From an optimization exercise on the open Yosys and OpenROAD flow, aimed at small area, a short achievable clock period and few clock cycles; shortcuts taken in it are not production practice. RTL that was checked went through simulation tests only; none was proved equivalent to the original. Power figures rest on the tool's default switching activity, not on a simulated workload.

Design ram_sdp_init, start of the top module:
module ram_sdp_init #(
  parameter int          DATA_W = 8,
  parameter int          ADDR_W = 8,
  parameter int unsigned FILL   = 0
) (
  input  logic              clk,
  input  logic              rst_n,
  input  logic              init_req,
  output logic              ready,
  input  logic              we,
  input  logic [ADDR_W-1:0] w_addr,
  input  logic [DATA_W-1:0] w_data,
  input  logic              re,
  input  logic [ADDR_W-1:0] r_addr,
  output logic [DATA_W-1:0] r_data,
  output logic              r_valid
);
For scale: ~2100 flip-flops, roughly 39 I/O pins, ~0.079 mm2 of cells after synthesis.
clock: 5.0 ns
lec_check: 0
cap_margin: 20
core_margin: 2
core_utilization: 40
slew_margin: 20
run.sh (not shown) runs the stock make flow with config.mk's settings and CLKGATE_MAP_FILE= SYNTH_SCRIPT=/design/flow/synth_recipe.tcl, a recipe that flattens the netlist after the stock synthesis.
The first run produced a layout that fails on negative setup slack.
==> next run, changes <==
--- a/flow/config.mk
+++ b/flow/config.mk
@@ -6,6 +6,11 @@
 export NUM_CORES = 4
 export LEC_CHECK = 0
+export ABC_AREA = 1
 export CAP_MARGIN = 20
 export CORE_MARGIN = 2
-export CORE_UTILIZATION = 40
+export CORE_UTILIZATION = 65
+export CTS_BUF_LIST = sky130_fd_sc_hd__clkbuf_16
+export CTS_CLUSTER_DIAMETER = 60
+export CTS_CLUSTER_SIZE = 50
+export SETUP_SLACK_MARGIN = 2.0
 export SLEW_MARGIN = 20
- The changed run finished with timing, DRC and antenna clean
- via count decreases by 7.3%
- combinational power decreases by 49%
- setup slack improves by 1900 ps
==> next run, changes <==
--- a/flow/config.mk
+++ b/flow/config.mk
@@ -9,8 +9,5 @@
 export CAP_MARGIN = 20
 export CORE_MARGIN = 2
-export CORE_UTILIZATION = 65
-export CTS_BUF_LIST = sky130_fd_sc_hd__clkbuf_16
-export CTS_CLUSTER_DIAMETER = 60
-export CTS_CLUSTER_SIZE = 50
-export SETUP_SLACK_MARGIN = 2.0
+export CORE_UTILIZATION = 40
+export SETUP_SLACK_MARGIN = 2.5
 export SLEW_MARGIN = 20
After rerunning:
- The new run finished with timing, DRC and antenna clean
- utilization came out lower by 26 points
- clock skew rose by 45 ps
- cell area increases by 7.7%
- critical path depth climbs by 8
- clock-buffer cell count is higher by 122
- synthesized area does not change
- total power grows by 8.2%
- wire length increases by 9.0%
No run of this note included a check of the RTL's function; only the layout flow was run.

The RTL this note starts from:
==> flow/design.v <==
`default_nettype none
module ram_sdp_init #(
  parameter int          DATA_W = 8,
  parameter int          ADDR_W = 8,
  parameter int unsigned FILL   = 0
) (
  input  logic              clk,
  input  logic              rst_n,
  input  logic              init_req,
  output logic              ready,
  input  logic              we,
  input  logic [ADDR_W-1:0] w_addr,
  input  logic [DATA_W-1:0] w_data,
  input  logic              re,
  input  logic [ADDR_W-1:0] r_addr,
  output logic [DATA_W-1:0] r_data,
  output logic              r_valid
);
  localparam int                c_depth = 2 ** ADDR_W;
  localparam logic [DATA_W-1:0] c_fill  = DATA_W'(FILL);
  logic                r_ready;
  logic                w_clr;
  logic [DATA_W-1:0]   w_wdata;
  logic [DATA_W-1:0]   r_mem [c_depth];
  assign w_clr   = !r_ready || init_req;
  assign w_wdata = w_clr ? c_fill : w_data;
  assign ready   = r_ready;
  always_ff @(posedge clk or negedge rst_n) begin
    if (!rst_n) begin
      r_ready <= 1'b0;
      r_valid <= 1'b0;
    end else begin
      r_ready <= 1'b1;
      r_valid <= r_ready && !init_req && re;
    end
  end
  logic [15:0] w_we_hi;
  logic [15:0] w_we_lo;
  for (genvar j = 0; j < 16; j++) begin : g_we_dec
    assign w_we_hi[j] = w_clr || (we && (w_addr[7:4] == 4'(j)));
    assign w_we_lo[j] = w_clr || (w_addr[3:0] == 4'(j));
  end
  for (genvar i = 0; i < c_depth; i++) begin : g_word
    always_ff @(posedge clk) begin
      if (w_we_hi[i / 16] && w_we_lo[i % 16]) begin
        r_mem[i] <= w_wdata;
      end
    end
  end
  localparam int c_half = c_depth / 2;
  logic                w_collide;
  logic                w_top;
  logic [DATA_W-1:0]   w_rd_lo;
  logic [DATA_W-1:0]   w_rd_hi;
  logic [DATA_W-1:0]   r_rd_lo;
  logic [DATA_W-1:0]   r_rd_hi;
  assign w_collide = we && (w_addr == r_addr);
  assign w_top     = r_addr[ADDR_W-1];
  assign w_rd_lo   = w_collide ? w_data : r_mem[{1'b0, r_addr[ADDR_W-2:0]}];
  assign w_rd_hi   = w_collide ? w_data : r_mem[{1'b1, r_addr[ADDR_W-2:0]}];
  always_ff @(posedge clk) begin
    r_rd_lo <= w_top ? '0 : w_rd_lo;
    r_rd_hi <= w_top ? w_rd_hi : '0;
  end
  assign r_data = r_rd_lo | r_rd_hi;
endmodule
`default_nettype wire
Settings: LEC_CHECK=0, ABC_AREA=1, CAP_MARGIN=20, CORE_MARGIN=2, CORE_UTILIZATION=55, CTS_BUF_LIST=sky130_fd_sc_hd__clkbuf_16, CTS_CLUSTER_DIAMETER=100, CTS_CLUSTER_SIZE=28, SETUP_SLACK_MARGIN=2.5, SLEW_MARGIN=20; clock period 5.0 ns.
Testbench counts at the start, summed over its fixed seeds: cycles 32,784.
==> next run, changes <==
--- a/flow/config.mk
+++ b/flow/config.mk
@@ -14,2 +14,3 @@
 export CTS_CLUSTER_SIZE = 28
+export PLACE_DENSITY = 0.7
 export SETUP_SLACK_MARGIN = 2.5
Result: Combinational power increases by about 5%. Non-clock buffer count rose by 15. Critical path depth came out higher by 17. Register-to-register slack gains 0.02 ns.
==> next run, changes <==
--- a/flow/config.mk
+++ b/flow/config.mk
@@ -10,7 +10,6 @@
 export CORE_MARGIN = 2
-export CORE_UTILIZATION = 55
+export CORE_UTILIZATION = 40
 export CTS_BUF_LIST = sky130_fd_sc_hd__clkbuf_16
-export CTS_CLUSTER_DIAMETER = 100
-export CTS_CLUSTER_SIZE = 28
-export PLACE_DENSITY = 0.7
+export CTS_CLUSTER_DIAMETER = 60
+export CTS_CLUSTER_SIZE = 50
 export SETUP_SLACK_MARGIN = 2.5
After rerunning:
- total power went up by roughly a tenth
- fmax goes up by a few percent
- synthesized cell count stays the same
- design area grows slightly
- worst setup slack gains 0.065 ns
- sequential share of layout area drops by 1.2 points
- clock skew drops by 0.0084 ns
- wire length rose by a few percent
==> next run, changes <==
--- a/flow/config.mk
+++ b/flow/config.mk
@@ -10,6 +10,6 @@
 export CORE_MARGIN = 2
-export CORE_UTILIZATION = 40
+export CORE_UTILIZATION = 50
 export CTS_BUF_LIST = sky130_fd_sc_hd__clkbuf_16
-export CTS_CLUSTER_DIAMETER = 60
-export CTS_CLUSTER_SIZE = 50
+export CTS_CLUSTER_DIAMETER = 100
+export CTS_CLUSTER_SIZE = 28
 export SETUP_SLACK_MARGIN = 2.5
=> Sequential share of layout area is higher by 1.5 points. Clock-buffer cell count went down by 53. Core utilization goes up by 11 points. Routed wire length falls by about 0.9%. Register-to-register slack gets worse by 0.07 ns. Global-route usage rose by 5.6 points. Cell area falls by about 2.2%. Sequential cell count stays the same. Cell count fell by 6.1%. Synthesized area stays the same. Non-clock buffer count goes up by 15.

## separate check: timing with driven ports
In the flow no input, the clock included, has a driving cell. The finished layouts below were timed again as built, in two steps.
Step 1 sets driving cells, clkbuf_16 on the clock port and buf_2 on the other inputs (assumed; they add their load-dependent delay and slew).
Step 2 also shifts input and output timing later by t, the mid clock arrival at the registers, as if the neighbouring blocks saw the same clock.
Slacks: ideal ports / drivers / drivers and shift; pairs: ideal ports / drivers.
run | t (ns) | setup slack, ns | worst hold slack (ns) | worst setup path after step 2 | pins driven straight from the clock port
the first run of note 1 | 0.994 | -0.112 / -0.058 / -1.052 | 0.264 / 0.195 / 0.564 | input to register | 1
the second run of note 1 | 0.902 | 1.785 / 1.740 / 0.838 | 0.330 / 0.276 / 0.604 | input to register | 1
the third run of note 1 | 0.961 | 2.364 / 2.318 / 1.358 | 0.265 / 0.192 / 0.624 | input to register | 1
the first run of note 2 | 0.821 | 2.429 / 2.345 / 1.608 | 0.414 / 0.354 / 0.653 | input to register | 1
the second run of note 2 | 0.809 | 2.376 / 2.354 / 1.545 | 0.397 / 0.342 / 0.670 | input to register | 1
the third run of note 2 | 0.893 | 2.441 / 2.327 / 1.434 | 0.345 / 0.281 / 0.652 | input to register | 1
the fourth run of note 2 | 0.832 | 2.406 / 2.342 / 1.510 | 0.382 / 0.315 / 0.680 | input to register | 1
The setup slack of the third run of note 2, which loses most, moves by -0.114 ns with the drivers and by -1.007 ns with both steps.
